Source: an optimization exercise on an open RTL-to-GDS flow (aim: small area, a short achievable clock period and few clock cycles per item). Production flows keep margins and buffers that such runs may drop. Only simulation tests tie the RTL to the original design; equivalence was not proved. Power is estimated from default activity; no workload was simulated.

===== flow/config.mk =====
export PLATFORM = sky130hd
export DESIGN_NAME = lbm_moments
export DESIGN_NICKNAME = lbm_moments
export VERILOG_FILES = /design/flow/design.v
export SDC_FILE = /design/flow/constraint.sdc
export NUM_CORES = 4
export LEC_CHECK = 0
export ABC_CLOCK_PERIOD_IN_PS = 3000
export CAP_MARGIN = 20
export CORE_MARGIN = 2
export CORE_UTILIZATION = 40
export SETUP_SLACK_MARGIN = 5
export SLEW_MARGIN = 20
export TNS_END_PERCENT = 5

===== flow/constraint.sdc =====
create_clock -name core_clock -period 8.0 [get_ports {clock_50}]
set_input_delay 1.6000 -clock core_clock [delete_from_list [all_inputs] [get_ports {clock_50}]]
set_output_delay 1.6000 -clock core_clock [all_outputs]
set_load 0.01 [all_outputs]

===== flow/design.v =====
`default_nettype none
package lbm_pkg;
  localparam int q_dirs = 9;
endpackage
`default_nettype wire
`default_nettype none
module moment_add #(
  parameter int W = 33
) (
  input  logic [W-1:0] a,
  input  logic [W-1:0] b,
  input  logic         cin,
  output logic [W-1:0] s,
  output logic         cout
);
  localparam int N  = W + 1;
  localparam int LV = $clog2(N);
  logic [N-1:0] gi, pi, g, p, gn, pn;
  always_comb begin
    gi = {a & b, cin};
    pi = {a ^ b, 1'b0};
    g  = gi;
    p  = pi;
    for (int l = 0; l < LV; l++) begin
      gn = g;
      pn = p;
      for (int i = 0; i < N; i++) begin
        if (i >= (1 << l)) begin
          gn[i] = g[i] | (p[i] & g[i - (1 << l)]);
          pn[i] = p[i] & p[i - (1 << l)];
        end
      end
      g = gn;
      p = pn;
    end
    s    = pi[N-1:1] ^ g[N-2:0];
    cout = g[N-1];
  end
endmodule
module moment_add_bk #(
  parameter int W = 33
) (
  input  logic [W-1:0] a,
  input  logic [W-1:0] b,
  input  logic         cin,
  output logic [W-1:0] s,
  output logic         cout
);
  localparam int N  = W + 1;
  localparam int LV = $clog2(N);
  logic [N-1:0] gi, pi;
  logic [N-1:0] g, p;
  logic [N-1:0] gn, pn;
  always_comb begin
    gi = {a & b, cin};
    pi = {a ^ b, 1'b0};
    g  = gi;
    p  = pi;
    for (int l = 1; l <= LV; l++) begin
      gn = g;
      pn = p;
      for (int i = 0; i < N; i++) begin
        if (((i + 1) % (1 << l)) == 0) begin
          gn[i] = g[i] | (p[i] & g[i - (1 << (l - 1))]);
          pn[i] = p[i] & p[i - (1 << (l - 1))];
        end
      end
      g = gn;
      p = pn;
    end
    for (int l = LV - 1; l >= 1; l--) begin
      gn = g;
      pn = p;
      for (int i = 0; i < N; i++) begin
        if (((i + 1) % (1 << l)) == (1 << (l - 1)) && i >= (1 << l)) begin
          gn[i] = g[i] | (p[i] & g[i - (1 << (l - 1))]);
          pn[i] = p[i] & p[i - (1 << (l - 1))];
        end
      end
      g = gn;
      p = pn;
    end
    s    = pi[N-1:1] ^ g[N-2:0];
    cout = g[N-1];
  end
endmodule
`default_nettype wire
`default_nettype none
module fp_divider (
  input  logic               clock_50,
  input  logic               m_idle,
  input  logic               m_abs,
  input  logic               m_step,
  input  logic               m_fin,
  input  logic               n_acc,      
  input  logic               n_abs,
  input  logic               n_step,
  input  logic               n_fin,
  input  logic               full,       
  input  logic               hi_en,      
  input  logic               zero_div,
  input  logic               sa_low,     
  input  logic               sa_step,    
  input  logic               sb_term,    
  input  logic               sb_rho,     
  input  logic               sb_low,     
  input  logic               acc_sub_next,  
  input  logic [31:0]        term,
  input  logic signed [31:0] rho,
  output logic               short_ok,   
  output logic               neg,        
  output logic               ovf,
  output logic [31:0]        quotient
);
  logic [31:0] rem;
  logic [32:0] low;
  logic        x;          
  logic        mag_small;  
  logic        sgn;
  logic        hi;
  logic        r_ovf;      
  logic [32:0] op_a;
  logic [32:0] op_b;
  logic [32:0] sum;
  logic        cout;
  logic        qbit;
  logic        too_big;
  assign neg = sgn ^ rho[31];
  assign op_a = ({1'b0, low[31:0]} & {33{sa_low}})
              | ({rem, low[32]}    & {33{sa_step}});
  assign op_b = (({term[31], term} & {33{sb_term}})
              |  ({rho[31], rho}   & {33{sb_rho}})
              |  (low              & {33{sb_low}})) ^ {33{x}};
  moment_add #(.W(33)) i_add (
    .a    (op_a),
    .b    (op_b),
    .cin  (x),
    .s    (sum),
    .cout (cout)
  );
  assign qbit     = ~sum[32];
  assign short_ok = mag_small && !r_ovf && (low[17:0] != '1);
  assign too_big  = hi || low[32] || (low[31] && (!neg || (low[30:0] != '0)));
  always_ff @(posedge clock_50) begin
    if (m_abs) rem <= full ? 32'b0 : {sum[26:0], 5'b0};
    else       rem <= sum[31:0];
    if (m_idle || (m_abs && !full) || (m_fin && (zero_div || too_big))) begin
      low <= '0;
    end else if (m_step) begin
      low <= {low[31:0], qbit};
    end else begin
      low <= {1'b0, sum[31:0]};
    end
    x <= (n_acc && acc_sub_next)
      || (n_abs && sum[31])
      || (n_step && (m_abs ? !rho[31] : qbit ^ rho[31]))
      || (n_fin && neg);
    if (m_abs) begin
      sgn       <= low[31];
      mag_small <= (low[31:26] == 6'b0) || (low[31:25] == 7'h7f);
    end
    if (m_abs) r_ovf <= 1'b0;
    else if (m_step && (sum[32] != sum[31])) r_ovf <= 1'b1;
    if (m_abs) hi <= 1'b0;
    else if (m_step && hi_en && qbit) hi <= 1'b1;
    if (m_idle) ovf <= 1'b0;
    else if (m_fin) ovf <= !zero_div && too_big;
  end
  assign quotient = low[31:0];
endmodule
`default_nettype wire
`default_nettype none
module lbm_moments #(
  parameter int DATA_WIDTH = 32,
  parameter int FRAC_BITS  = 24
) (
  input  logic                          clock_50,
  input  logic                          arst_n,
  input  logic                          req,
  input  logic [lbm_pkg::q_dirs*DATA_WIDTH-1:0]  fin,
  output logic                          ack,
  output logic signed [DATA_WIDTH-1:0]  rho,
  output logic signed [DATA_WIDTH-1:0]  ux,
  output logic signed [DATA_WIDTH-1:0]  uy,
  output logic                          dbz,
  output logic                          ovf_x,
  output logic                          ovf_y
);
  logic        m_idle, m_acc, m_abs, m_step, m_fin, m_ack;
  logic        n_idle, n_acc, n_abs, n_step, n_fin, n_ack;
  logic        full;
  logic [5:0]  cnt;
  logic        last_step;
  logic        redo;
  logic        done_pos;
  logic        sa_low, sa_step, sb_rho, sb_low;
  logic        sbt_x, sbt_y;
  logic [8:1]  tsel;
  logic [8:1]  nsel;
  logic [31:0] term;
  logic [31:0] term_next;
  logic        px_en_n, px_sub_n, py_en_n, py_sub_n;
  logic [31:0] rho_r;
  logic        dbz_r;
  logic        ok_x, ok_y;
  logic        neg_x, neg_y;
  logic        hi_en;
  logic [31:0] ux_q, uy_q;
  logic [31:0] rho_sum;
  assign ack = m_ack;
  assign rho = rho_r;
  assign dbz = dbz_r;
  assign ux  = ux_q;
  assign uy  = uy_q;
  assign nsel = m_idle ? 8'b0000_0001 : {tsel[7:1], 1'b0};
  always_comb begin
    term_next = '0;
    for (int i = 1; i <= 8; i++) begin
      term_next = term_next | (fin[32*i +: 32] & {32{nsel[i]}});
    end
  end
  assign px_en_n  = nsel[1] | nsel[3] | nsel[5] | nsel[6] | nsel[7] | nsel[8];
  assign px_sub_n = nsel[3] | nsel[6] | nsel[7];
  assign py_en_n  = nsel[2] | nsel[4] | nsel[5] | nsel[6] | nsel[7] | nsel[8];
  assign py_sub_n = nsel[4] | nsel[7] | nsel[8];
  assign last_step = full ? (cnt == 6'd57) : (cnt == 6'd19);
  assign redo      = !full && !(ok_x && ok_y);
  assign done_pos  = !full && !neg_x && !neg_y;
  assign hi_en     = full && (cnt <= 6'd24);
  always_comb begin
    n_idle = m_idle && !req || m_ack && !req || m_step && last_step && redo;
    n_acc  = m_idle && req || m_acc && !tsel[8];
    n_abs  = m_acc && tsel[8];
    n_step = m_abs || m_step && !last_step;
    n_fin  = m_step && last_step && !redo && !done_pos;
    n_ack  = m_step && last_step && !redo && done_pos || m_fin || m_ack && req;
  end
  fp_divider div_ux (
    .clock_50     (clock_50),
    .m_idle       (m_idle),
    .m_abs        (m_abs),
    .m_step       (m_step),
    .m_fin        (m_fin),
    .n_acc        (n_acc),
    .n_abs        (n_abs),
    .n_step       (n_step),
    .n_fin        (n_fin),
    .full         (full),
    .hi_en        (hi_en),
    .zero_div     (dbz_r),
    .sa_low       (sa_low),
    .sa_step      (sa_step),
    .sb_term      (sbt_x),
    .sb_rho       (sb_rho),
    .sb_low       (sb_low),
    .acc_sub_next (px_sub_n),
    .term         (term),
    .rho          (rho_r),
    .short_ok     (ok_x),
    .neg          (neg_x),
    .ovf          (ovf_x),
    .quotient     (ux_q)
  );
  fp_divider div_uy (
    .clock_50     (clock_50),
    .m_idle       (m_idle),
    .m_abs        (m_abs),
    .m_step       (m_step),
    .m_fin        (m_fin),
    .n_acc        (n_acc),
    .n_abs        (n_abs),
    .n_step       (n_step),
    .n_fin        (n_fin),
    .full         (full),
    .hi_en        (hi_en),
    .zero_div     (dbz_r),
    .sa_low       (sa_low),
    .sa_step      (sa_step),
    .sb_term      (sbt_y),
    .sb_rho       (sb_rho),
    .sb_low       (sb_low),
    .acc_sub_next (py_sub_n),
    .term         (term),
    .rho          (rho_r),
    .short_ok     (ok_y),
    .neg          (neg_y),
    .ovf          (ovf_y),
    .quotient     (uy_q)
  );
  moment_add_bk #(.W(32)) i_rho_add (
    .a    (rho_r),
    .b    (term),
    .cin  (1'b0),
    .s    (rho_sum),
    .cout ()
  );
  always_ff @(posedge clock_50) begin
    if (m_idle) rho_r <= fin[0 +: 32];
    else        rho_r <= rho_sum;
    term <= term_next;
    tsel <= nsel;
    if (m_abs) dbz_r <= (rho_r == '0);
    if (m_abs) cnt <= 6'd1;
    else       cnt <= cnt + 6'd1;
    sa_low  <= n_acc;
    sa_step <= n_step;
    sb_rho  <= n_step;
    sb_low  <= n_abs || n_fin || n_ack;
    sbt_x   <= n_acc && px_en_n;
    sbt_y   <= n_acc && py_en_n;
  end
  always_ff @(posedge clock_50 or negedge arst_n) begin
    if (!arst_n) begin
      m_idle <= 1'b1;
      m_acc  <= 1'b0;
      m_abs  <= 1'b0;
      m_step <= 1'b0;
      m_fin  <= 1'b0;
      m_ack  <= 1'b0;
      full   <= 1'b0;
    end else begin
      m_idle <= n_idle;
      m_acc  <= n_acc;
      m_abs  <= n_abs;
      m_step <= n_step;
      m_fin  <= n_fin;
      m_ack  <= n_ack;
      if (m_step && last_step) full <= redo;
    end
  end
endmodule
`default_nettype wire

===== flow/flow/run.sh =====
#!/bin/bash
set -e
cp standard.sh standard.sh.txt
export BUFFER_PORTS_ARGS="-buffer_cell sky130_fd_sc_hd__buf_1"
bash standard.sh > standard.log 2>&1

===== flow/standard.sh =====
#!/bin/bash
# synth_recipe.tcl (not shown) runs the flow's synth.tcl, then flattens the netlist and writes it again
# the make line also repeats each setting of config.mk as NAME=value (left out here)
make -C /OpenROAD-flow-scripts/flow DESIGN_CONFIG=/design/flow/config.mk WORK_HOME=/design/flow/orfs CLKGATE_MAP_FILE= SYNTH_SCRIPT=/design/flow/synth_recipe.tcl "${@:-finish}"

==> flow_metrics.tcl, run 1 <==
set metrics [dict create \
    status "no timing/DRC/antenna violations" \
    cp-end-kind "flop" \
    die_h_microns 202.5 \
    grt_max_degree 65 \
    met1_usage 0.4256 \
    antenna_found_initial 5 \
    cts.path.max_buffers 3 \
    synthArstFlopShare 0.03004 \
    rsz0062_at_grt "yes" \
    grt_usage 0.3326 \
    synth_top_area_frac 0.2807 \
    clock_sinks 233 \
    share_seq_of_total_power 0.265 \
    drt_iter0_markers 1726 \
    nNetsFinal 2548 \
    finalNonFillerCells 2689 \
    clock_skew_ns 0.01901 \
    netSwitchingFraction 0.4930 \
    grt_pass1_vias 16130 \
    hold_class "flop to flop" \
    synth.distinct_cells 72 \
    period_share 0.4639 \
    pwr-share-comb 0.606 \
    most-common-layout-cells "390 x buf_1, 203 x dfxtp_1, 142 x nor2_1" \
    htree_levels 1 \
    synth_edf_count 5 \
    dpl.hpwl_microns 52360 \
    min_path_cells 2 \
    route.detailed.wl_per_inst_microns 26.42 \
    crit_fanout 64 \
    dr.pass1.iters 9 \
    worstSkewPairLatency_ns 0.57 \
    routed_wirelength_microns 71040 \
    start_kind "flop" \
    ir_worst_vdd_mv 0.1782 \
    critPathRequiredTime_ns 8.44 \
    yosysSeqAreaShare 0.3014 \
    intPower_mw 5.307 \
    path_clk_slew_ns 0.06 \
    yosysWarnings 4 \
    fin_area_sq_mm 0.01919 \
    grt.busiest_layer "met2" \
    grt_pass1_wl_microns 103300 \
    core_area_sq_mm 0.03874 \
    rows 72 \
    io_pins 391 \
    p_per_area_mw_per_mm2 545.3 \
    via_count 16780 \
    synth_top_area_cell "dfxtp_1" \
    cts_hold_buf 0 \
    cts_buffers 28 \
    hold-worst-slack_ns 0.4886 \
    grt_util_met2 0.5498 \
    critPathKind "flop to flop" \
    worst_pin_slew_ns 0.8758 \
    drive_above_1_share 0.1149 \
    max_clock_freq_ghz 0.2695 \
    cap_violations 0 \
    grt_use_met3 0.04831 \
    synth_top_cells_by_area "dfxtp_1 28%, ha_1 7.7%, xnor2_1 6.4%, a22o_1 5.6%, a21oi_1 3.9%" \
    io_buffer_count 390 \
    final_common_cell "buf_1" \
    leakage_nw 7.676 \
    placed_area_sq_mm 0.01717 \
    slew_violations 0 \
    finalHoldViolCount 0 \
    ys_ff_latch 233 \
    die_area_sq_mm 0.04100 \
    setup_violations 0 \
    synthFlopType "dfxtp_1" \
    dp.cells 2572 \
    drc 0 \
    layout_min_cycle_time_ns 3.711 \
    tns_ns 0 \
    viasPerCell 6.241 \
    cts_tree "built" \
    grt-ovfl-total 0 \
    die_width_microns 202.5 \
    syn_nets 2236 \
    critical_path_arrival_ns 4.16 \
    synth_area_sq_mm 0.01576 \
    finalWeightedCongestion 0.9622 \
    power_switching_mw 5.160 \
    initial_core_util 0.4068 \
    ant_nets 0 \
    max_slew_margin 0.4135 \
    clockPowerShare 0.129 \
    ff2ff_path_depth 12 \
    cts_root_buf "clkbuf_16" \
    area_growth_pct 21.79 \
    syn_avg_cell_area_sq_um 8.598 \
    syn_inst 1833 \
]
cell type report:
class | count | area, sq um
fillers | 3871 | 19540
multi-input cells | 1382 | 10400
flip-flops and latches | 233 | 4802
repair buffers | 472 | 2263
clock buffers | 45 | 835.8
well taps | 518 | 648.1
clock inverters | 7 | 128.9
inverters | 28 | 105.1
diodes | 4 | 10.01
worst max-delay path: stages, from the launching register on:
cell and delay [ns]:
dfxtp_2 0.32, buf_6 0.47, a22o_1 0.29, ha_1 0.32
and4_2 0.33, a221oi_2 0.32, nor3b_2 0.27, a211oi_2 0.11
o21ai_1 0.16, nand3_2 0.13, xnor2_2 0.27, nor3_1 0.07
or4_1 0.51
cells by family (layout without fill, tap and decap cells):
family | Yosys count | count (layout) | synth area share
and+or+nand+nor | 442 | 442 | 0.1340
muxes | 17 | 17 | 0.01215
AOI/OAI and AO/OA | 656 | 656 | 0.3019
DFF | 233 | 233 | 0.3014
adders and majority gates | 112 | 112 | 0.09606
buffers and inverters | 218 | 552 | 0.06780
other | 0 | 4 | 0
xor gates and xnor gates | 155 | 155 | 0.08662
cell usage after synthesis (10+ instances only):
cell and count:
a21o_1 54, a21oi_1 124, a221oi_1 37, a222oi_1 62, a22o_1 100, a22oi_1 65, a31oi_1 11, and2_1 10
buf_1 19, buf_4 64, clkbuf_1 104, dfxtp_1 221, fa_1 15, ha_1 97, inv_1 28, mux2_2 17
nand2_1 100, nand2b_1 10, nand3_1 54, nand4_1 24, nor2_1 144, nor2b_1 20, nor3_1 18, nor4_1 21
o21a_1 15, o21ai_0 52, o21ai_1 10, o22ai_1 66, xnor2_1 115, xor2_1 39
power by group through the flow:
stage | Sequential [mW] | Combinational [mW] | Clock (mW)
2_1_floorplan | 2.21 | 4.46 | 0
3_5_place_dp | 2.81 | 5.53 | 0
6_report | 2.78 | 6.34 | 1.35
5_1_grt | 2.81 | 6.91 | 1.41
3_3_place_gp | 2.81 | 5.47 | 0
4_1_cts | 2.74 | 6.09 | 1.37
timing repair:
item,CTS,global route
setup buffers,48,10
resized for setup,68,43
cloned,3,0
setup endpoints to repair,149,142
pin swaps,47,29
through the flow:
| step | power, mW | utilization | worst slack, ns |
|---|---|---|---|
| 5_1_grt | 11.14 | 0.4955 | 4.129 |
| 3_3_place_gp | 8.282 | 0.4433 | 3.494 |
| 6_report | 10.47 | 0.4955 | 4.289 |
| 3_5_place_dp | 8.345 | 0.4433 | 3.380 |
| 4_1_cts | 10.19 | 0.4889 | 4.299 |
| 2_1_floorplan | 6.676 | - | 4.548 |
routing by layer:
metal,routed length [microns],vias to the layer above
met5,0,-
met4,3580,0
met3,5714,186
li1,-,7548
met2,33030,966
met1,28710,8083
sequential cells by signal (all words and copies together) (netlist names), 6 cells and up:
signal	cells
div_ux.low	33
div_uy.low	33
div_ux.rem	32
div_uy.rem	32
rho_r	32
term	32
tsel	8
cnt	6
path summary, 6_finish.rpt:
check                                            start                endpoint  slack, ns
max in group asynchronous                       arst_n        m_step$_DFF_PN0_       6.56
worst min register to register  div_ux.hi$_SDFFE_PP0P_  div_ux.hi$_SDFFE_PP0P_       0.49
worst max-delay path                    sa_low$_DFF_P_        div_ux.x$_DFF_P_       4.29
worst max register to register          sa_low$_DFF_P_        div_ux.x$_DFF_P_       4.29
worst min-delay path            div_ux.hi$_SDFFE_PP0P_  div_ux.hi$_SDFFE_PP0P_       0.49
min in group asynchronous                       arst_n         m_acc$_DFF_PN0_       1.01
Testbench counts, summed over its fixed seeds: cycles 11,803, items 384.
==> run 2, diff against run 1 <==
--- a/flow/config.mk
+++ b/flow/config.mk
@@ -13,2 +13,2 @@
 export SLEW_MARGIN = 20
-export TNS_END_PERCENT = 5
+export TNS_END_PERCENT = 0
==> run 2 against run 1 <==
- sequential share of layout area grew 0.28 points
- register-to-register slack gained 0.04 ns
- utilization shrank 0.66 points
- clock skew shrank 0.0076 ns
- maximum frequency grew 1.1%
- global-route usage grew 2.3 points
- critical path type unchanged
- largest power group unchanged
==> flow_metrics.tcl, run 2 <==
set metrics [dict create \
    status "no timing/DRC/antenna violations" \
    clock_sinks 233 \
    cp_common_cell "a21o_1" \
    grt_pass1_wl_microns 108800 \
    power_mw 10.45 \
    htree_levels 1 \
    finalWeightedCongestion 0.9847 \
    max_slew_margin 0.3136 \
    cts.path.max_buffers 3 \
    rsz0062_at_grt "yes" \
    io_pins 391 \
    crit_buf_inv 3 \
    ir_worst_vdd_mv 0.1960 \
    dr.pass1.iters 10 \
    die_h_microns 202.5 \
    synth_commonest_cells "221 x dfxtp_1, 144 x nor2_1, 124 x a21oi_1" \
    grt_max_degree 72 \
    routed_wirelength_microns 75440 \
    via_count 16950 \
    viasPerCell 6.351 \
    cts_buffers 28 \
    io_buffer_count 390 \
    path_cells "buf_12 -> buf_16 -> a222oi_1 -> xnor2_1 -> ha_1 -> a21o_1 -> a21o_1 -> a21oi_1 -> o21ai_0 -> nand3_2 -> or2_4 -> nand2b_1 -> a31oi_1 -> xor2_1 -> buf_4 -> o22ai_1" \
    drc 0 \
    grt_usage 0.3556 \
    tns_ns 0 \
    syn_nets 2236 \
    cp_slowest_cell "ha_1" \
    yosysMostFrequentCell "dfxtp_1" \
    period_share 0.4589 \
    cts_tree "built" \
    die_area_sq_mm 0.04100 \
    start_kind "flop" \
    critPathTopFamily "compound AO/OA/AOI/OAI gates" \
    cts_root_buf "clkbuf_16" \
    area_growth_pct 20.18 \
    nNetsFinal 2528 \
    grt_pass1_vias 16370 \
    fin_ws_ns 4.329 \
    route.detailed.wl_per_inst_microns 28.27 \
    ant_nets 0 \
    yosysWarnings 4 \
    slew_violations 0 \
    synthFlopType "dfxtp_1" \
    synth_top_area_frac 0.2807 \
    cp_slowest_stage_delay_ns 0.42 \
    syn_inst 1833 \
    ys_ff_latch 233 \
    grt-ovfl-total 0 \
    reg2reg_slack_ns 4.33 \
    dp.cells 2571 \
    crit_fanout 34 \
    worst_pin_slew_ns 1.030 \
    drt_iter0_markers 1830 \
    setup_violations 0 \
    synth_top_area_cell "dfxtp_1" \
    syn_avg_cell_area_sq_um 8.598 \
    antenna_found_initial 4 \
    cp-end-kind "flop" \
    dpl.hpwl_microns 55860 \
    path_clk_slew_ns 0.06 \
    critPathRequiredTime_ns 8.42 \
    clock_skew_ns 0.01136 \
    die_width_microns 202.5 \
    cap_violations 0 \
    p_per_area_mw_per_mm2 551.5 \
    top_regs "div_ux.low: 33 flops, div_uy.low: 33 flops" \
    synth_top_cells_by_area "dfxtp_1 28%, ha_1 7.7%, xnor2_1 6.4%, a22o_1 5.6%, a21oi_1 3.9%" \
    most-common-layout-cells "390 x buf_1, 206 x dfxtp_1, 143 x nor2_1" \
    drive_above_1_share 0.1020 \
    synth_edf_count 5 \
    worstSkewPairLatency_ns 0.58 \
    finalHoldViolCount 0 \
    layout_min_cycle_time_ns 3.671 \
    leakage_nw 7.564 \
    final_common_cell "buf_1" \
    synth_area_sq_mm 0.01576 \
    critical_path_arrival_ns 4.09 \
    initial_core_util 0.4068 \
    critPathKind "flop to flop" \
    synth.distinct_cells 72 \
    rows 72 \
    max_clock_freq_ghz 0.2724 \
    yosysSeqAreaShare 0.3014 \
    pre_cts_slack_ns 3.325 \
    synthArstFlopShare 0.03004 \
    finalNonFillerCells 2669 \
    core_area_sq_mm 0.03874 \
    hold_class "flop to flop" \
    post-route-util 0.4890 \
]
run 2: logic make-up after synthesis:
family          synth area share
compound gates            0.3019
xor+xnor                 0.08662
fa+ha+maj                0.09606
buf+inv                  0.06780
flops                     0.3014
mux                      0.01215
simple gates              0.1340
run 2: final cells by class:
type	count	area, sq um
inverters	28	105.1
well taps	518	648.1
multi-input cells	1382	10310
clock inverters	15	168.9
clock buffers	37	805.8
diodes	4	10.01
repair buffers	452	2098
flip-flops and latches	233	4791
fillers	3872	19800
run 2: report_power, final:
group,switching (mW),internal (mW)
logic,3.61,2.66
registers,1.03,1.79
clock network,0.556,0.806
total,5.19,5.25
run 2: timing repair:
action,CTS,global route
gates cloned,2,0
setup endpoints to repair,161,138
setup buffers,30,10
gates resized for setup,65,29
pin swaps,45,42
hold buffers,0,0
run 2: per-layer routing:
layer  GRT usage  part of all wire  up-vias
met3     0.05811             0.099      189
met5           0                 0        -
met2      0.5859              0.46     1041
met1      0.4399              0.38     8184
met4      0.2062             0.067        0
li1            -                 -     7538
run 2: path summary, 6_finish.rpt:
check,to,start,cells past startpoint
setup / recovery,div_uy.rem[30]$_DFF_P_,sa_step$_DFF_P_,16
hold / removal,div_ux.hi$_SDFFE_PP0P_,div_ux.hi$_SDFFE_PP0P_,2
setup reg to reg,div_uy.rem[30]$_DFF_P_,sa_step$_DFF_P_,16
hold reg to reg,div_ux.hi$_SDFFE_PP0P_,div_ux.hi$_SDFFE_PP0P_,2
max in group asynchronous,m_idle$_DFF_PN1_,arst_n,1
min in group asynchronous,m_acc$_DFF_PN0_,arst_n,1
run 2: worst reg2reg max path, delay by kind of cell, from the launching register on:
kind,cells,cell delay [ns]
flops,1,0.38
simple gates,3,0.40
buf+inv,3,0.48
fa+ha+maj,1,0.42
xor+xnor,2,0.33
compound gates,7,1.51
run 2: through the flow:
stage | area, sq um | hold WS [ns]
finish | 18940 | 0.4816
detailed placement | 17160 | 0.4603
floorplan | 15870 | 0.4238
CTS | 18730 | 0.4796
global placement | 17160 | 0.4514
global route | 18940 | 0.5090
==> run 3, diff against run 2 <==
--- a/flow/config.mk
+++ b/flow/config.mk
@@ -13,2 +13 @@
 export SLEW_MARGIN = 20
-export TNS_END_PERCENT = 0
==> run 3 against run 2 <==
- flip-flop and latch count unchanged
- utilization up 6.2 points
- hold slack got worse by 0.00087 ns
- register-to-register slack lost 0.04 ns
- clock skew about the same
- first-iteration DRC count increased by 18%
- sequential share of layout area shrank 2.6 points
- critical path type unchanged
- largest power group unchanged
==> flow_metrics.tcl, run 3 <==
set metrics [dict create \
    status "no timing/DRC/antenna violations" \
    cap_violations 0 \
    synth_top_area_cell "dfxtp_1" \
    grt_pass1_wl_microns 105900 \
    dpl.hpwl_microns 51960 \
    antenna_found_initial 4 \
    via_count 17420 \
    max_clock_freq_ghz 0.2695 \
    die_h_microns 202.5 \
    synthFlopType "dfxtp_1" \
    synth_top_cells_by_area "dfxtp_1 28%, ha_1 7.7%, xnor2_1 6.4%, a22o_1 5.6%, a21oi_1 3.9%" \
    yosysMostFrequentCell "dfxtp_1" \
    most-common-layout-cells "390 x buf_1, 180 x dfxtp_1, 138 x nor2_1, 138 x buf_4, 100 x a22o_1" \
    hold_class "flop to flop" \
    netSwitchingFraction 0.4807 \
    period_share 0.4639 \
    critPathRequiredTime_ns 8.43 \
    dr.pass1.iters 8 \
    rows 72 \
    cts.path.max_buffers 3 \
    worst_pin_slew_ns 1.080 \
    top_regs "div_ux.low: 33 flops, div_uy.low: 33 flops" \
    tns_ns 0 \
    ff2ff_path_depth 20 \
    area_growth_pct 35.42 \
    grt_max_degree 71 \
    path_clk_slew_ns 0.06 \
    syn_avg_cell_area_sq_um 8.598 \
    timing.rr.start "sa_step$_DFF_P_" \
    clock_sinks 233 \
    synth_top_area_frac 0.2807 \
    leakage_nw 8.448 \
    htree_levels 1 \
    finalWeightedCongestion 0.9968 \
    initial_core_util 0.4068 \
    synth_edf_count 5 \
    routed_wirelength_microns 74980 \
    drive_above_1_share 0.2314 \
    syn_inst 1833 \
    ant_nets 0 \
    yosysSeqAreaShare 0.3014 \
    finalHoldViolCount 0 \
    die_area_sq_mm 0.04100 \
    setup_violations 0 \
    reg2reg_slack_ns 4.29 \
    synth_area_sq_mm 0.01576 \
    critical_path_arrival_ns 4.14 \
    clock_skew_ns 0.01107 \
    pwr-share-comb 0.671 \
    dp.cells 2569 \
    rsz0062_at_grt "yes" \
    hp-start "div_uy.hi$_SDFFE_PP0P_" \
    yosysWarnings 4 \
    slew_violations 0 \
    grt_pass1_vias 16550 \
    max_slew_margin 0.2747 \
    die_width_microns 202.5 \
    worstSkewPairLatency_ns 0.57 \
    cp-end-kind "flop" \
    synthArstFlopShare 0.03004 \
    synth_commonest_cells "221 x dfxtp_1, 144 x nor2_1, 124 x a21oi_1" \
    hold_end "div_uy.hi$_SDFFE_PP0P_" \
    final_common_cell "buf_1" \
    power_switching_mw 5.951 \
    clockPowerShare 0.102 \
    io_buffer_count 390 \
    viasPerCell 6.258 \
    core_area_sq_mm 0.03874 \
    grt-ovfl-total 0 \
    finalNonFillerCells 2784 \
    syn_nets 2236 \
    critPathKind "flop to flop" \
    crit_fanout 8 \
    cts_hold_buf 0 \
    nNetsFinal 2650 \
    ir_worst_vdd_mv 0.2438 \
    route.detailed.wl_per_inst_microns 26.93 \
    cts_buffers 27 \
    r2r-end "div_uy.r_ovf$_SDFFE_PP0P_" \
    cts_root_buf "clkbuf_16" \
    drc 0 \
    intPower_mw 6.429 \
    ys_ff_latch 233 \
    io_pins 391 \
    hold-worst-slack_ns 0.4808 \
    share_seq_of_total_power 0.227 \
    min_path_cells 2 \
    drt_iter0_markers 2161 \
    layout_min_cycle_time_ns 3.711 \
    cts_tree "built" \
    grt_usage 0.3414 \
    start_kind "flop" \
    synth.distinct_cells 72 \
    p_per_area_mw_per_mm2 580.0 \
]
==> run 3: cell counts after synthesis <==
Identical to the previous run, type by type.
==> run 3: metal layers <==
| metal | up-vias | GRT usage | part of all wire |
|---|---|---|---|
| met1 | 8329 | 0.4381 | 0.38 |
| met4 | 2 | 0.1668 | 0.060 |
| li1 | 7735 | - | - |
| met3 | 246 | 0.04767 | 0.092 |
| met2 | 1110 | 0.5643 | 0.47 |
| met5 | - | 0 | 0.00016 |
==> run 3: cell type report <==
type / instances / area [sq um]
diodes: 2 / 5.005
clock inverters: 8 / 76.32
flip-flops and latches: 233 / 4833
multi-input cells: 1382 / 11660
inverters: 28 / 105.1
clock buffers: 38 / 808.3
repair buffers: 575 / 3207
well taps: 518 / 648.1
fillers: 3652 / 17390
==> run 3: cell families after synthesis <==
kind of cell / synth area share
buffers and inverters: 0.06780
adder cells (fa/ha/maj): 0.09606
AND/OR/NAND/NOR: 0.1340
AO/OA/AOI/OAI: 0.3019
flip-flops: 0.3014
multiplexers: 0.01215
XOR/XNOR: 0.08662
==> run 3: through the flow <==
stage               cell area (sq um)  utilization  setup slack, ns  power, mW
floorplan                       16030            -            4.549      6.743
global placement                17260       0.4455            3.412      8.356
detailed placement              17260       0.4455            3.321      8.418
CTS                             19950       0.5151            4.354      11.04
global route                    21340       0.5510            4.175      12.99
finish                          21340       0.5510            4.289      12.38
==> run 3: critical path, cell delays in order (launching register included) <==
cell and delay (ns):
dfxtp_4 0.37, buf_12 0.14, buf_12 0.14, buf_4 0.15, buf_16 0.15, a222oi_1 0.26, xnor2_1 0.12, ha_1 0.36
nand2_1 0.08, buf_4 0.13, o21ai_1 0.30, a41oi_4 0.08, nand3_1 0.13, nand3_2 0.13, buf_6 0.15, o31ai_4 0.24
a21oi_2 0.11, xor2_2 0.17, buf_6 0.14, nand3b_1 0.07, o221ai_1 0.12
==> run 3: worst max path at each step <==
| stage | from | to | slack [ns] | cells after the start |
|---|---|---|---|---|
| after detailed placement | sa_step$_DFF_P_ | div_uy.x$_DFF_P_ | 3.32 | 14 |
| after floorplan | sa_step$_DFF_P_ | div_ux.x$_DFF_P_ | 4.55 | 15 |
| after global placement | sa_step$_DFF_P_ | div_uy.x$_DFF_P_ | 3.41 | 14 |
| after CTS | sa_step$_DFF_P_ | div_ux.x$_DFF_P_ | 4.35 | 14 |
| after global routing | sa_step$_DFF_P_ | div_ux.rem[21]$_DFF_P_ | 4.17 | 16 |
| final | sa_step$_DFF_P_ | div_uy.r_ovf$_SDFFE_PP0P_ | 4.29 | 20 |
==> run 3: timing repair <==
item / 4_1_cts / 5_1_grt
setup endpoints to repair: 144 / 135
gates cloned: 5 / 2
pin swaps: 105 / 144
gates resized for setup: 202 / 168
setup buffers: 90 / 70
==> run 3: power groups by stage <==
stage	Clock, mW	Sequential (mW)	Combinational (mW)
finish	1.26	2.81	8.31
floorplan	0	2.22	4.53
global route	1.32	2.82	8.84
CTS	1.27	2.75	7.03
global placement	0	2.79	5.57
detailed placement	0	2.79	5.63
==> run 4, diff against run 3 <==
==> flow/flow/run.sh (replaced) <==
#!/bin/bash
set -e
cp standard.sh standard.sh.txt
export BUFFER_PORTS_ARGS="-buffer_cell sky130_fd_sc_hd__buf_1"
export CTS_ARGS="-sink_clustering_enable -repair_clock_nets -dont_use_dummy_load -sink_clustering_size 24 -sink_clustering_max_diameter 120"
bash standard.sh > standard.log 2>&1
==> run 4 against run 3 <==
- clock-buffer cell count decreased by 25
- combinational power grew 7.3%
- non-clock buffer count is 52 higher
- maximum frequency rose by 0.81%
- power is 0.49% higher
- clock power down 43%
- clock skew rose by 0.042 ns
- first-iteration DRC count is 2.6% lower
- sequential power is essentially flat
- worst setup slack better by 0.030 ns
- largest power group unchanged
==> flow_metrics.tcl, run 4 <==
set metrics [dict create \
    cp-end-kind "flop" \
    cap_violations 0 \
    via_count 17750 \
    path_clk_slew_ns 0.11 \
    timing.rr.start "sa_step$_DFF_P_" \
    syn_inst 1833 \
    critical_path_arrival_ns 4.09 \
    final_common_cell "buf_1" \
    rows 72 \
    finalHoldViolCount 0 \
    multi_input_area_sq_mm 0.01188 \
    synth.distinct_cells 72 \
    setup_violations 0 \
    htree_levels 1 \
    cts_buffers 13 \
    worstSkewPairLatency_ns 0.53 \
    hp-start "cnt[0]$_SDFF_PP1_" \
    synth_edf_count 5 \
    ys_ff_latch 233 \
    die_width_microns 202.5 \
    register_area_sq_mm 0.004827 \
    grt_max_degree 71 \
    dpl.hpwl_microns 51960 \
    yosysSeqAreaShare 0.3014 \
    antenna_found_initial 4 \
    max_clock_freq_ghz 0.2717 \
    cp_slowest_cell "or4_1" \
    p_per_area_mw_per_mm2 572.2 \
    route.detailed.wl_per_inst_microns 27.42 \
    critPathRequiredTime_ns 8.41 \
    critPathKind "flop to flop" \
    clock_skew_ns 0.05265 \
    syn_nets 2236 \
    yosysWarnings 4 \
    worst_pin_slew_ns 1.108 \
    grt_usage 0.3456 \
    initial_core_util 0.4068 \
    finalWeightedCongestion 0.9968 \
    grt_pass1_vias 16560 \
    finalNonFillerCells 2803 \
    slew_violations 0 \
    crit_buf_inv 2 \
    cts_root_buf "clkbuf_16" \
    ant_nets 0 \
    routed_wirelength_microns 76850 \
    dp.cells 2569 \
    synthFlopType "dfxtp_1" \
    cts_tree "built" \
    hold_class "flop to flop" \
    drt_iter0_markers 2104 \
    synth_top_area_cell "dfxtp_1" \
    io_pins 391 \
    synthArstFlopShare 0.03004 \
    max_slew_margin 0.2556 \
    tns_ns 0 \
    die_area_sq_mm 0.04100 \
    nNetsFinal 2688 \
    die_h_microns 202.5 \
    cp_slowest_stage_delay_ns 0.49 \
    synth_commonest_cells "221 x dfxtp_1, 144 x nor2_1, 124 x a21oi_1" \
    path_cells "buf_12 -> buf_12 -> a222oi_1 -> xnor2_1 -> ha_1 -> and4_4 -> and2_4 -> a21o_1 -> a21oi_4 -> a211oi_2 -> o21ai_1 -> nand3_2 -> xnor2_4 -> nor3b_1 -> or4_1" \
    ir_worst_vdd_mv 0.1936 \
    period_share 0.4601 \
    viasPerCell 6.334 \
    rsz0062_at_grt "yes" \
    layout_min_cycle_time_ns 3.681 \
    clock_sinks 233 \
    start_kind "flop" \
    grt-ovfl-total 0 \
    crit_fanout 7 \
    cts.path.max_buffers 3 \
    synth_top_area_frac 0.2807 \
    drc 0 \
    critPathTopFamily "simple AND/OR/NAND/NOR gates" \
    grt_pass1_wl_microns 107200 \
    io_buffer_count 390 \
    synth_area_sq_mm 0.01576 \
    top_regs "div_ux.low: 33 flops, div_uy.low: 33 flops" \
    synth_top_cells_by_area "dfxtp_1 28%, ha_1 7.7%, xnor2_1 6.4%, a22o_1 5.6%, a21oi_1 3.9%" \
    core_area_sq_mm 0.03874 \
    most-common-layout-cells "390 x buf_1, 189 x dfxtp_1, 140 x buf_4" \
    area_growth_pct 37.96 \
    dr.pass1.iters 9 \
    cp-startpoint "sa_step$_DFF_P_" \
    yosysMostFrequentCell "dfxtp_1" \
    nFillCells 3566 \
    drive_above_1_share 0.2479 \
    cp_common_cell "buf_12" \
    cts_hold_buf 0 \
    status "no timing/DRC/antenna violations" \
    leakage_nw 8.582 \
    syn_avg_cell_area_sq_um 8.598 \
]
## run 4: cell counts after synthesis
Identical to the previous run, type by type.
## run 4: power breakdown
group | internal (mW) | switching [mW]
Combinational | 4.29 | 4.63
Clock | 0.294 | 0.421
Sequential | 1.80 | 1.01
Total | 6.38 | 6.06
## run 4: per-layer routing
layer	track usage	part of all wire
met4	0.1520	0.059
met3	0.04687	0.097
met5	0	0.00016
met2	0.5717	0.46
met1	0.4504	0.38
## run 4: cell type report
| type | count | share of cell area |
|---|---|---|
| clock buffers | 13 | 0.01496 |
| flip-flops and latches | 233 | 0.2220 |
| well taps | 518 | 0.02981 |
| repair buffers | 627 | 0.1820 |
| multi-input cells | 1382 | 0.5462 |
| diodes | 2 | 0.0002302 |
| inverters | 28 | 0.004834 |
## run 4: worst paths after layout
path,to,slack [ns],depth (start not counted)
worst max-delay path,div_ux.x$_DFF_P_,4.32,15
min in group asynchronous,m_step$_DFF_PN0_,0.98,1
worst min register to register,cnt[0]$_SDFF_PP1_,0.49,1
worst min-delay path,cnt[0]$_SDFF_PP1_,0.49,1
worst max register to register,div_ux.x$_DFF_P_,4.32,15
max in group asynchronous,m_idle$_DFF_PN1_,6.68,1
## run 4: metrics by stage
step / utilization / setup slack (ns) / area (sq um) / hold WS [ns] / total power [mW]
after floorplan: - / 4.549 / 16030 / 0.4238 / 6.743
after global placement: 0.4455 / 3.412 / 17260 / 0.4513 / 8.356
after detailed placement: 0.4455 / 3.321 / 17260 / 0.4560 / 8.418
after CTS: 0.5178 / 4.352 / 20060 / 0.4797 / 10.82
after global routing: 0.5613 / 4.178 / 21740 / 0.5091 / 13.03
final: 0.5613 / 4.319 / 21740 / 0.4855 / 12.44
## run 4: what timing repair did
action                     4_1_cts  5_1_grt
buffers inserted               119       86
setup endpoints to repair      143      135
gates cloned                    12        2
resized for setup              256      193
pin swaps                      111      158
## run 4: kinds of logic after synthesis
logic type | Yosys count | share of synthesized area
buffers and inverters | 218 | 0.06780
AND/OR/NAND/NOR | 442 | 0.1340
multiplexers | 17 | 0.01215
XOR/XNOR | 155 | 0.08662
AO/OA/AOI/OAI | 656 | 0.3019
adder cells (fa/ha/maj) | 112 | 0.09606
flip-flops | 233 | 0.3014
==> run 5, diff against run 4 <==
==> flow/flow/run.sh (replaced) <==
#!/bin/bash
set -e
cp standard.sh standard.sh.txt
export BUFFER_PORTS_ARGS="-buffer_cell sky130_fd_sc_hd__buf_1"
bash standard.sh MATCH_CELL_FOOTPRINT=0 finish > standard.log 2>&1
--- a/flow/config.mk
+++ b/flow/config.mk
@@ -13 +13,2 @@
 export SLEW_MARGIN = 20
+export TNS_END_PERCENT = 0
==> run 5 against run 4 <==
- still clean on timing, DRC and antenna
- global-route usage up 0.68 points
- register-to-register slack worse by 0.03 ns
- clock skew fell by 0.043 ns
- critical path type unchanged
==> flow_metrics.tcl, run 5 <==
set metrics [dict create \
    status "no timing/DRC/antenna violations" \
    cts_tree "built" \
    met2_length_microns 34400 \
    synth_top_area_frac 0.2807 \
    start_kind "flop" \
    slew_violations 0 \
    cts_buffers 28 \
    synth_top_cells_by_area "dfxtp_1 28%, ha_1 7.7%, xnor2_1 6.4%, a22o_1 5.6%, a21oi_1 3.9%" \
    hold_class "flop to flop" \
    synthFlopType "dfxtp_1" \
    ant_nets 0 \
    setup_violations 0 \
    synth_top_area_cell "dfxtp_1" \
    grt_usage 0.3524 \
    p_per_area_mw_per_mm2 541.3 \
    finalWeightedCongestion 0.9892 \
    final_common_cell "buf_1" \
    yosysWarnings 4 \
    dpl.hpwl_microns 56240 \
    io_pins 391 \
    area_growth_pct 19.07 \
    critical_path_arrival_ns 4.15 \
    top_regs "div_ux.low: 33 flops, div_uy.low: 33 flops" \
    highest_layer "met4" \
    grt_pass1_vias 16210 \
    critPathKind "flop to flop" \
    synth_commonest_cells "221 x dfxtp_1, 144 x nor2_1, 124 x a21oi_1" \
    leakage_nw 7.468 \
    synth_area_sq_mm 0.01576 \
    synth_edf_count 5 \
    drc 0 \
    via_count 16860 \
    synthArstFlopShare 0.03004 \
    max_clock_freq_ghz 0.2692 \
    nFillCells 3910 \
    post-route-util 0.4844 \
    die_h_microns 202.5 \
    cts.path.max_buffers 3 \
    nNetsFinal 2519 \
    cap_violations 0 \
    worstSkewPairLatency_ns 0.56 \
    antenna_found_initial 7 \
    drive_above_1_share 0.09274 \
    routed_wirelength_microns 74910 \
    syn_inst 1833 \
    layout_min_cycle_time_ns 3.715 \
    grt_pass1_wl_microns 107300 \
    ys_ff_latch 233 \
    synth.distinct_cells 72 \
    io_buffer_count 390 \
    ir_worst_vdd_mv 0.2143 \
    yosysSeqAreaShare 0.3014 \
    cp-end-kind "flop" \
    core_area_sq_mm 0.03874 \
    htree_levels 1 \
    cts_root_buf "clkbuf_16" \
    path_clk_slew_ns 0.06 \
    path_cells "buf_6 -> a222oi_1 -> xnor2_1 -> ha_1 -> a21o_1 -> a21o_4 -> a21o_1 -> a21oi_4 -> a211oi_2 -> o21ai_1 -> nand3_1 -> xnor2_2 -> nor3b_1 -> or4_1" \
    wl_met1_microns 28290 \
    clock_sinks 233 \
    grt-ovfl-total 0 \
    routed-wl-met3_microns 6079 \
    cp_common_cell "a21o_1" \
    clock_skew_ns 0.01012 \
    cp_slowest_cell "a222oi_1" \
    worst_pin_slew_ns 0.9779 \
    die_width_microns 202.5 \
    yosysMostFrequentCell "dfxtp_1" \
    crit_fanout 10 \
    dr.pass1.iters 9 \
    initial_core_util 0.4068 \
    most-common-layout-cells "390 x buf_1, 208 x dfxtp_1, 144 x nor2_1" \
    rows 72 \
    route.detailed.wl_per_inst_microns 28.19 \
    syn_avg_cell_area_sq_um 8.598 \
    critPathRequiredTime_ns 8.43 \
    die_area_sq_mm 0.04100 \
    drt_iter0_markers 1766 \
    syn_nets 2236 \
    max_slew_margin 0.3467 \
    grt_max_degree 75 \
    tns_ns 0 \
    period_share 0.4644 \
    rsz0062_at_grt "yes" \
    finalHoldViolCount 0 \
    viasPerCell 6.346 \
    cp_slowest_stage_delay_ns 0.49 \
]
## run 5: cell counts after synthesis
No cell type changed its count.
## run 5: final cells by class
class | count | area (sq um) | share of cell area
diodes | 4 | 10.01 | 0.0005334
well taps | 518 | 648.1 | 0.03454
inverters | 28 | 105.1 | 0.005601
flip-flops and latches | 233 | 4786 | 0.2550
clock inverters | 6 | 32.53 | 0.001734
clock buffers | 43 | 869.6 | 0.04634
multi-input cells | 1382 | 10300 | 0.5490
repair buffers | 443 | 2012 | 0.1072
## run 5: metal layers
| metal | global-route usage | vias to the layer above |
|---|---|---|
| li1 | - | 7501 |
| met1 | 0.4265 | 8215 |
| met2 | 0.5724 | 940 |
| met3 | 0.05120 | 206 |
| met4 | 0.2565 | 0 |
| met5 | 0 | - |
## run 5: stage by stage
step / cell area (sq um) / setup slack, ns / total power [mW] / hold slack, ns / cells
floorplan: 15890 / 4.618 / 6.666 / 0.4238 / 1833
global placement: 17190 / 3.578 / 8.299 / 0.4520 / 2571
detailed placement: 17190 / 3.438 / 8.360 / 0.4541 / 2571
CTS: 18590 / 4.350 / 9.926 / 0.4680 / 2647
global route: 18770 / 4.144 / 10.82 / 0.5020 / 2657
finish: 18770 / 4.285 / 10.16 / 0.4757 / 2657
## run 5: timing repair
action                                  4_1_cts  5_1_grt
cloned                                        1        0
pin swaps                                    26       27
endpoints found under the setup margin      156      141
hold buffers                                  0        0
gates resized for setup                      49       26
setup buffers                                26        6
## run 5: cells by family after synthesis
logic type	after synthesis	share of synthesized area
fa+ha+maj	112	0.09606
mux	17	0.01215
flops	233	0.3014
buf+inv	218	0.06780
simple gates	442	0.1340
xor+xnor	155	0.08662
compound gates	656	0.3019
## run 5: worst paths after layout
| check | startpoint | end | slack [ns] | cells after the start |
|---|---|---|---|---|
| min in group asynchronous | arst_n | m_acc$_DFF_PN0_ | 0.96 | 1 |
| min reg2reg | cnt[0]$_SDFF_PP1_ | cnt[0]$_SDFF_PP1_ | 0.48 | 1 |
| max reg2reg | sa_step$_DFF_P_ | div_ux.x$_DFF_P_ | 4.29 | 14 |
| min | cnt[0]$_SDFF_PP1_ | cnt[0]$_SDFF_PP1_ | 0.48 | 1 |
| max | sa_step$_DFF_P_ | div_ux.x$_DFF_P_ | 4.29 | 14 |
| max in group asynchronous | arst_n | m_step$_DFF_PN0_ | 6.68 | 1 |
## run 5: report_power, final
part	total [mW]	leakage (nW)	switching, mW	internal [mW]
clock network	1.27	0.447	0.531	0.740
registers	2.79	1.98	1.01	1.78
logic	6.09	5.04	3.55	2.55
total	10.2	7.47	5.09	5.07
## run 5: worst max-delay path: cells and delay by family (launching register included)
| kind | cells | cell delay (ns) |
|---|---|---|
| AOI/OAI and AO/OA | 7 | 1.59 |
| xor gates and xnor gates | 2 | 0.37 |
| adders and majority gates | 1 | 0.27 |
| buffers and inverters | 1 | 0.17 |
| DFF | 1 | 0.38 |
| and+or+nand+nor | 3 | 0.79 |
==> run 6, diff against run 5 <==
==> flow/flow/run.sh (replaced) <==
#!/bin/bash
set -e
cp standard.sh standard.sh.txt
export BUFFER_PORTS_ARGS="-buffer_cell sky130_fd_sc_hd__buf_1"
export CTS_ARGS="-sink_clustering_enable -repair_clock_nets -dont_use_dummy_load"
bash standard.sh > standard.log 2>&1
--- a/flow/config.mk
+++ b/flow/config.mk
@@ -11,2 +11,3 @@
 export CORE_UTILIZATION = 40
+export PLACE_DENSITY = 0.8
 export SETUP_SLACK_MARGIN = 5
==> run 6 against run 5 <==
- power up 0.16%
- clock skew increased by 0.048 ns
- global-route usage down 2.1 points
- clock power decreased by 14%
- utilization shrank 0.20 points
- combinational power grew 3%
- non-clock buffer count rose by 16
- via count increased by 2.4%
- sequential share of layout area is 0.10 points higher
==> flow_metrics.tcl, run 6 <==
set metrics [dict create \
    critPathKind "flop to flop" \
    io_pins 391 \
    htree_levels 1 \
    grt-ovfl-total 0 \
    setup_violations 0 \
    die_width_microns 202.5 \
    synth_area_sq_mm 0.01576 \
    drc 0 \
    hold_class "flop to flop" \
    cp_slowest_cell "dfxtp_1" \
    tns_ns 0 \
    viasPerCell 6.509 \
    hold-worst-slack_ns 0.4755 \
    period_share 0.4812 \
    p_per_area_mw_per_mm2 544.4 \
    clock_sinks 233 \
    route.detailed.wl_per_inst_microns 26.78 \
    most-common-layout-cells "390 x buf_1, 211 x dfxtp_1, 143 x nor2_1" \
    cp_slowest_stage_delay_ns 0.71 \
    syn_nets 2236 \
    synth_top_area_cell "dfxtp_1" \
    max_slew_margin 0.2361 \
    cts_root_buf "clkbuf_16" \
    ant_nets 0 \
    critPathTopFamily "compound AO/OA/AOI/OAI gates" \
    die_h_microns 202.5 \
    cts_buffers 28 \
    syn_inst 1833 \
    clock_skew_ns 0.05773 \
    path_cells "ha_1 -> nand4_1 -> nor2b_1 -> nand2_1 -> o41a_1 -> o21ba_2 -> a21oi_1 -> a31oi_1 -> xnor2_1 -> mux2_2" \
    final_common_cell "buf_1" \
    status "no timing/DRC/antenna violations" \
    grt_pass1_vias 16380 \
    grt_pass1_wl_microns 103000 \
    layout_min_cycle_time_ns 3.850 \
    area_growth_pct 18.57 \
    crit_fanout 6 \
    cap_violations 0 \
    placed_area_sq_mm 0.01714 \
    crit_buf_inv 0 \
    max_clock_freq_ghz 0.2598 \
    path_clk_slew_ns 0.06 \
    synth_top_area_frac 0.2807 \
    io_buffer_count 390 \
    fin_area_sq_mm 0.01869 \
    initial_core_util 0.4068 \
    finalHoldViolCount 0 \
    ys_ff_latch 233 \
    finalWeightedCongestion 0.9849 \
    synth_top_cells_by_area "dfxtp_1 28%, ha_1 7.7%, xnor2_1 6.4%, a22o_1 5.6%, a21oi_1 3.9%" \
    synth.distinct_cells 72 \
    synth_commonest_cells "221 x dfxtp_1, 144 x nor2_1, 124 x a21oi_1" \
    slew_violations 0 \
    timing.rr.start "rho_r[19]$_DFF_P_" \
    power_mw 10.17 \
    leakage_nw 7.454 \
    synthFlopType "dfxtp_1" \
    syn_avg_cell_area_sq_um 8.598 \
    synthArstFlopShare 0.03004 \
    drt_iter0_markers 2167 \
    die_area_sq_mm 0.04100 \
    dpl.hpwl_microns 52800 \
    via_count 17270 \
    worst_pin_slew_ns 1.135 \
    critPathRequiredTime_ns 8.47 \
    top_regs "div_ux.low: 33 flops, div_uy.low: 33 flops" \
    cts_hold_buf 0 \
    ir_worst_vdd_mv 0.2318 \
    routed_wirelength_microns 71090 \
    yosysWarnings 4 \
    rsz0062_at_grt "yes" \
    grt_max_degree 87 \
    worstSkewPairLatency_ns 0.58 \
    dr.pass1.iters 8 \
    hp-start "cnt[0]$_SDFF_PP1_" \
    critical_path_arrival_ns 4.32 \
    start_kind "flop" \
    cts.path.max_buffers 3 \
    cp-end-kind "flop" \
    grt_usage 0.3311 \
    synth_edf_count 5 \
    core_area_sq_mm 0.03874 \
    antenna_found_initial 7 \
    cts_tree "built" \
    drive_above_1_share 0.09531 \
    cp-startpoint "rho_r[19]$_DFF_P_" \
    yosysMostFrequentCell "dfxtp_1" \
    yosysSeqAreaShare 0.3014 \
    rows 72 \
    nNetsFinal 2535 \
]
[run 6: cell types whose count changed in the layout (fill, tap and decap cells not counted), sizes merged]
cell      delta
buf         +16
clkbuf      -16
clkinv       -5
diode        +2
bufbuf       +1
clkinvlp     -1
[run 6: cell families after synthesis]
family	Yosys count	synth area share
compound gates	656	0.3019
xor+xnor	155	0.08662
fa+ha+maj	112	0.09606
buf+inv	218	0.06780
flops	233	0.3014
mux	17	0.01215
simple gates	442	0.1340
[run 6: worst register-to-register path, stage by stage (launching register included)]
cell and delay [ns]:
dfxtp_1 0.71, ha_1 0.29, nand4_1 0.17, nor2b_1 0.50
nand2_1 0.11, o41a_1 0.59, o21ba_2 0.27, a21oi_1 0.27
a31oi_1 0.27, xnor2_1 0.26, mux2_2 0.30
[run 6: worst paths after layout]
path,to,slack [ns],cells past startpoint
min in group asynchronous,m_step$_DFF_PN0_,0.98,1
worst max-delay path,rho_r[31]$_DFF_P_,4.15,10
worst max register to register,rho_r[31]$_DFF_P_,4.15,10
worst min-delay path,cnt[0]$_SDFF_PP1_,0.48,1
worst min register to register,cnt[0]$_SDFF_PP1_,0.48,1
max in group asynchronous,m_abs$_DFF_PN0_,6.61,1
[run 6: per-layer routing]
layer  global-route usage  wire length [microns]  up-vias
li1                     -                      -     7500
met1               0.4022                  25450     8192
met2               0.5386                  31800     1300
met3              0.07207                   8459      280
met4               0.1968                   5369        2
met5                    0                      7        -
[run 6: per-stage QoR]
stage          instances    util  setup slack (ns)
5_1_grt             2652  0.4823             4.156
3_5_place_dp        2571  0.4424             3.526
4_1_cts             2641  0.4784             4.374
6_report            2654  0.4824             4.150
2_1_floorplan       1833       -             4.548
3_3_place_gp        2571  0.4424             3.670
[run 6: area by class of cell]
| class | instances | area [sq um] |
|---|---|---|
| antenna | 6 | 15.01 |
| fill | 3777 | 20050 |
| clock buffer | 28 | 700.7 |
| sequential | 233 | 4785 |
| timing repair buffer | 459 | 2113 |
| multi-input combinational | 1382 | 10320 |
| tap | 518 | 648.1 |
| inverter | 28 | 105.1 |
[run 6: power by group]
| part | total, mW | switching [mW] | internal [mW] | leakage, nW |
|---|---|---|---|---|
| clock network | 1.09 | 0.482 | 0.606 | 0.345 |
| registers | 2.83 | 1.05 | 1.78 | 1.98 |
| logic | 6.25 | 3.57 | 2.68 | 5.13 |
| total | 10.2 | 5.10 | 5.07 | 7.45 |
[run 6: timing repair]
action / in CTS / in global routing
setup buffers: 41 / 7
pin swaps: 55 / 36
resized for setup: 68 / 21
endpoints found under the setup margin: 148 / 138
gates cloned: 1 / 0
==> run 7, diff against run 6 <==
--- a/flow/config.mk
+++ b/flow/config.mk
@@ -10,4 +10,3 @@
 export CORE_MARGIN = 2
-export CORE_UTILIZATION = 40
-export PLACE_DENSITY = 0.8
+export CORE_UTILIZATION = 47
 export SETUP_SLACK_MARGIN = 5
==> run 7 against run 6 <==
- combinational power shrank 3%
- maximum frequency rose by 4.2%
- global-route usage grew 9.9 points
- critical path depth increased by 5
- flip-flop and latch count unchanged
- hold slack worse by 0.023 ns
- worst setup slack better by 0.16 ns
- die area is 15% lower
- final cell count down 3.0%
- register-to-register slack better by 0.16 ns
- area after synthesis unchanged
- critical endpoint is now div_uy.x$_DFF_P_
- largest power group unchanged
==> flow_metrics.tcl, run 7 <==
set metrics [dict create \
    antenna_found_initial 11 \
    io_pins 391 \
    critPathKind "flop to flop" \
    synth_edf_count 5 \
    critical_path_arrival_ns 4.15 \
    synth.distinct_cells 72 \
    syn_nets 2236 \
    start_kind "flop" \
    die_h_microns 187.1 \
    routed_wirelength_microns 77560 \
    finalHoldViolCount 0 \
    path_clk_slew_ns 0.06 \
    yosysWarnings 4 \
    dp.cells 2503 \
    tns_ns 0 \
    final_common_cell "buf_1" \
    layout_min_cycle_time_ns 3.694 \
    cts.path.max_buffers 3 \
    placed_area_sq_mm 0.01710 \
    synthArstFlopShare 0.03004 \
    nNetsFinal 2524 \
    initial_core_util 0.4736 \
    via_count 17070 \
    dr.pass1.iters 9 \
    grt_pass1_vias 16320 \
    clock_sinks 233 \
    drive_above_1_share 0.08070 \
    synth_commonest_cells "221 x dfxtp_1, 144 x nor2_1, 124 x a21oi_1" \
    slew_violations 0 \
    yosysMostFrequentCell "dfxtp_1" \
    p_per_area_mw_per_mm2 546.1 \
    post-route-util 0.5517 \
    yosysSeqAreaShare 0.3014 \
    ir_worst_vdd_mv 0.2835 \
    ant_nets 0 \
    rows 67 \
    io_buffer_count 390 \
    cap_violations 0 \
    syn_inst 1833 \
    core_area_sq_mm 0.03328 \
    grt_max_degree 86 \
    cp-end-kind "flop" \
    cts_tree "built" \
    worstSkewPairLatency_ns 0.58 \
    cts_hold_buf 0 \
    synth_top_area_cell "dfxtp_1" \
    synth_top_area_frac 0.2807 \
    route.detailed.wl_per_inst_microns 30.12 \
    dpl.hpwl_microns 57690 \
    setup_violations 0 \
    cts_root_buf "clkbuf_16" \
    leakage_nw 7.355 \
    fin_area_sq_mm 0.01836 \
    synth_area_sq_mm 0.01576 \
    die_area_sq_mm 0.03501 \
    period_share 0.4618 \
    hold_class "flop to flop" \
    drt_iter0_markers 2111 \
    status "no timing/DRC/antenna violations" \
    synthFlopType "dfxtp_1" \
    grt-ovfl-total 0 \
    worst_pin_slew_ns 1.090 \
    max_clock_freq_ghz 0.2707 \
    htree_levels 1 \
    cts_buffers 28 \
    critPathRequiredTime_ns 8.45 \
    area_growth_pct 16.50 \
    rsz0062_at_grt "yes" \
    grt_usage 0.4304 \
    finalWeightedCongestion 1.026 \
    most-common-layout-cells "390 x buf_1, 211 x dfxtp_1, 143 x nor2_1" \
    drc 0 \
    max_slew_margin 0.2731 \
    crit_fanout 8 \
    viasPerCell 6.627 \
    die_width_microns 187.1 \
    finalNonFillerCells 2575 \
    synth_top_cells_by_area "dfxtp_1 28%, ha_1 7.7%, xnor2_1 6.4%, a22o_1 5.6%, a21oi_1 3.9%" \
    ys_ff_latch 233 \
    top_regs "div_ux.low: 33 flops, div_uy.low: 33 flops" \
    syn_avg_cell_area_sq_um 8.598 \
    clock_skew_ns 0.04775 \
    grt_pass1_wl_microns 111300 \
]
run 7: worst max-delay path, cell delays in order (launching register included):
cell,delay [ns]
dfxtp_4,0.39
buf_12,0.15
buf_4,0.14
a222oi_1,0.38
xnor2_1,0.12
ha_1,0.42
o21ai_0,0.15
o21ai_0,0.28
a31oi_1,0.14
o21ai_2,0.18
a21oi_2,0.12
nand3_2,0.15
a31oi_4,0.11
xnor2_2,0.30
mux2_2,0.37
o221ai_1,0.15
run 7: logic make-up after synthesis:
family | synth area share
simple gates | 0.1340
mux | 0.01215
compound gates | 0.3019
flops | 0.3014
fa+ha+maj | 0.09606
buf+inv | 0.06780
xor+xnor | 0.08662
run 7: final cells by class:
| type | count | area, sq um |
|---|---|---|
| Antenna cell | 8 | 20.02 |
| Clock buffer | 28 | 700.7 |
| Fill cell | 3270 | 14920 |
| Inverter | 28 | 105.1 |
| Multi-Input combinational cell | 1382 | 10200 |
| Sequential cell | 233 | 4782 |
| Tap cell | 448 | 560.5 |
| Timing Repair Buffer | 448 | 1992 |
run 7: power breakdown:
group,switching (mW),total (mW),internal (mW)
registers,1.05,2.83,1.78
logic,3.57,6.09,2.53
clock network,0.490,1.10,0.608
total,5.11,10.0,4.92
run 7: what timing repair did:
action,CTS,global route
pin swaps,22,19
gates cloned,0,0
setup endpoints to repair,161,146
buffers inserted,32,4
endpoints found under the hold margin,0,0
resized for setup,45,8
run 7: per-layer routing:
metal  global-route usage  wire length [microns]  share of wire
met4               0.2561                   5245          0.068
met3               0.1039                   8477           0.11
met5                    0                     42        0.00054
met1               0.5470                  30120           0.39
met2               0.6634                  33680           0.43
run 7: stage by stage:
stage	power [mW]	setup WS, ns	hold slack, ns
floorplan	6.645	4.548	0.4238
global placement	8.353	3.554	0.4538
detailed placement	8.401	3.377	0.4512
CTS	9.789	4.418	0.4412
global route	10.61	4.143	0.4514
finish	10.03	4.306	0.4523
run 7: path summary, 6_finish.rpt:
path | start | to | slack [ns] | cells after the start
max in group asynchronous | arst_n | m_step$_DFF_PN0_ | 6.74 | 1
max | sa_step$_DFF_P_ | div_uy.x$_DFF_P_ | 4.31 | 15
max reg2reg | sa_step$_DFF_P_ | div_uy.x$_DFF_P_ | 4.31 | 15
min in group asynchronous | arst_n | m_acc$_DFF_PN0_ | 0.94 | 1
min | tsel[5]$_DFF_P_ | tsel[6]$_DFF_P_ | 0.45 | 1
min reg2reg | tsel[5]$_DFF_P_ | tsel[6]$_DFF_P_ | 0.45 | 1
==> run 8, diff against run 7 <==
--- a/flow/config.mk
+++ b/flow/config.mk
@@ -10,5 +10,4 @@
 export CORE_MARGIN = 2
-export CORE_UTILIZATION = 47
-export SETUP_SLACK_MARGIN = 5
+export CORE_UTILIZATION = 40
+export SETUP_SLACK_MARGIN = 4.4
 export SLEW_MARGIN = 20
-export TNS_END_PERCENT = 0
==> run 8 against run 7 <==
- maximum frequency decreased by 1.6%
- utilization decreased by 4.6 points
- final cell count increased by 5.0%
- hold slack improved by 0.030 ns
- critical endpoint is now div_ux.x$_DFF_P_
- clock power decreased by 4%
- first-iteration DRC count decreased by 12%
- power increased by 7.5%
- register-to-register slack got worse by 0.06 ns
- wire length decreased by 1.7%
- synthesized cell count unchanged
==> flow_metrics.tcl, run 8 <==
set metrics [dict create \
    grt_pass1_vias 16130 \
    ir_worst_vdd_mv 0.2376 \
    syn_nets 2236 \
    cp_common_cell "a21o_1" \
    routed-wl-met3_microns 6254 \
    htree_levels 1 \
    yosysMostFrequentCell "dfxtp_1" \
    r2r-end "div_ux.x$_DFF_P_" \
    synth.distinct_cells 72 \
    hold-worst-slack_ns 0.4826 \
    ff2ff_path_depth 15 \
    start_kind "flop" \
    critPathTopFamily "compound AO/OA/AOI/OAI gates" \
    viasPerCell 6.286 \
    crit_fanout 7 \
    drt_iter0_markers 1851 \
    area_growth_pct 24.33 \
    path_cells "buf_12 -> buf_12 -> a222oi_1 -> xnor2_1 -> ha_1 -> a21o_1 -> a21o_1 -> a21o_1 -> a21oi_4 -> a211oi_2 -> o21ai_1 -> nand3_2 -> xnor2_4 -> nor3_1 -> or4_1" \
    leakage_nw 7.797 \
    drive_above_1_share 0.1379 \
    fin_ws_ns 4.245 \
    grt_pass1_wl_microns 106900 \
    synthFlopType "dfxtp_1" \
    yosysWarnings 4 \
    placed_area_sq_mm 0.01712 \
    fin_area_sq_mm 0.01960 \
    cts_tree "built" \
    finalNonFillerCells 2703 \
    top_regs "div_ux.low: 33 flops, div_uy.low: 33 flops" \
    clock_sinks 233 \
    ant_nets 0 \
    drc 0 \
    core_area_sq_mm 0.03874 \
    route.detailed.wl_per_inst_microns 28.22 \
    finalWeightedCongestion 0.9882 \
    pre_cts_slack_ns 3.229 \
    dp.cells 2570 \
    cp-startpoint "sbt_x$_DFF_P_" \
    synth_commonest_cells "221 x dfxtp_1, 144 x nor2_1, 124 x a21oi_1" \
    cp_slowest_cell "or4_1" \
    wl_met1_microns 29390 \
    period_share 0.4694 \
    syn_avg_cell_area_sq_um 8.598 \
    p_per_area_mw_per_mm2 549.9 \
    status "no timing/DRC/antenna violations" \
    worstSkewPairLatency_ns 0.58 \
    reg2reg_slack_ns 4.25 \
    hold_class "flop to flop" \
    grt-ovfl-total 0 \
    ys_ff_latch 233 \
    synth_top_area_frac 0.2807 \
    hp-start "div_ux.hi$_SDFFE_PP0P_" \
    die_area_sq_mm 0.04100 \
    syn_inst 1833 \
    via_count 16990 \
    finalHoldViolCount 0 \
    io_buffer_count 390 \
    cts_root_buf "clkbuf_16" \
    critical_path_arrival_ns 4.15 \
    cts.path.max_buffers 3 \
    nNetsFinal 2580 \
    rsz0062_at_grt "yes" \
    cp_slowest_stage_delay_ns 0.51 \
    cap_violations 0 \
    min_path_cells 2 \
    initial_core_util 0.4068 \
    met2_length_microns 35490 \
    power_mw 10.78 \
    grt_max_degree 86 \
    tns_ns 0 \
    highest_layer "met5" \
    slew_violations 0 \
    synth_top_cells_by_area "dfxtp_1 28%, ha_1 7.7%, xnor2_1 6.4%, a22o_1 5.6%, a21oi_1 3.9%" \
    path_clk_slew_ns 0.06 \
    yosysSeqAreaShare 0.3014 \
    synthArstFlopShare 0.03004 \
    critPathKind "flop to flop" \
    max_clock_freq_ghz 0.2663 \
    io_pins 391 \
    crit_buf_inv 2 \
    worst_pin_slew_ns 1.120 \
    most-common-layout-cells "390 x buf_1, 207 x dfxtp_1, 144 x nor2_1" \
    die_h_microns 202.5 \
    setup_violations 0 \
    critPathRequiredTime_ns 8.40 \
    die_width_microns 202.5 \
    routed_wirelength_microns 76280 \
    cts_buffers 27 \
    dpl.hpwl_microns 56650 \
    hold_end "div_ux.hi$_SDFFE_PP0P_" \
    max_slew_margin 0.2536 \
    synth_edf_count 5 \
    final_common_cell "buf_1" \
    rows 72 \
    antenna_found_initial 11 \
    synth_top_area_cell "dfxtp_1" \
    layout_min_cycle_time_ns 3.755 \
    dr.pass1.iters 8 \
    synth_area_sq_mm 0.01576 \
    timing.rr.start "sbt_x$_DFF_P_" \
    grt_usage 0.3491 \
    cp-end-kind "flop" \
    clock_skew_ns 0.06469 \
    post-route-util 0.5058 \
]
-- run 8: cell count changes in the layout (fill, tap and decap cells not counted), moves of 7 or more --
cell / change
a21oi_2: +12
buf_4: +36
buf_6: +7
ha_2: +10
a21oi_1: -14
xnor2_1: -8
ha_1: -12
-- run 8: metal layers --
metal	global-route usage	vias up
li1	-	7597
met1	0.4306	8137
met2	0.5816	995
met3	0.05650	259
met4	0.1926	2
met5	0	-
-- run 8: how the worst max path moves through the flow --
stage	to	slack, ns	depth (start not counted)
finish	div_ux.x$_DFF_P_	4.25	15
global route	div_ux.x$_DFF_P_	4.17	15
CTS	div_ux.x$_DFF_P_	4.34	15
detailed placement	div_uy.x$_DFF_P_	3.23	14
global placement	div_uy.x$_DFF_P_	3.30	14
floorplan	div_ux.x$_DFF_P_	4.42	15
-- run 8: layout make-up --
type                       instances  area (sq um)
fill                            3784         19140
multi-input combinational       1382         10680
sequential                       233          4795
timing repair buffer             505          2666
clock buffer                      27         675.6
tap                              518         648.1
inverter                          28         105.1
antenna                           10         25.02
-- run 8: power breakdown --
part	internal (mW)	switching, mW
Combinational	3.08	3.82
Sequential	1.79	1.03
Clock	0.586	0.469
-- run 8: cells by family after synthesis --
| logic type | count (synthesis) | share of synthesized area |
|---|---|---|
| and+or+nand+nor | 442 | 0.1340 |
| AOI/OAI and AO/OA | 656 | 0.3019 |
| DFF | 233 | 0.3014 |
| adders and majority gates | 112 | 0.09606 |
| xor gates and xnor gates | 155 | 0.08662 |
| muxes | 17 | 0.01215 |
| buffers and inverters | 218 | 0.06780 |
-- run 8: worst reg2reg max path, stage by stage, from the launching register on --
cell      delay, ns
dfxtp_4        0.36
buf_12         0.14
buf_12         0.14
a222oi_1       0.45
xnor2_1        0.14
ha_1           0.32
a21o_1         0.18
a21o_1         0.21
a21o_1         0.22
a21oi_4        0.18
a211oi_2       0.11
o21ai_1        0.17
nand3_2        0.15
xnor2_4        0.23
nor3_1         0.06
or4_1          0.51
-- run 8: repair_timing --
| action | 4_1_cts | 5_1_grt |
|---|---|---|
| gates cloned | 2 | 6 |
| pin swaps | 58 | 109 |
| hold buffers | 0 | 0 |
| buffers inserted | 42 | 46 |
| hold endpoints to repair | 0 | 0 |
| endpoints found under the setup margin | 112 | 79 |
| resized for setup | 73 | 111 |

Re-timed with assumed drivers on the ports (clkbuf_16 on the clock, buf_2 on other inputs), run 8 has 4.245 ns of setup slack against 4.245 ns with ideal ports, and 4.245 ns once port delays also move by the mid clock arrival of 0.609 ns.
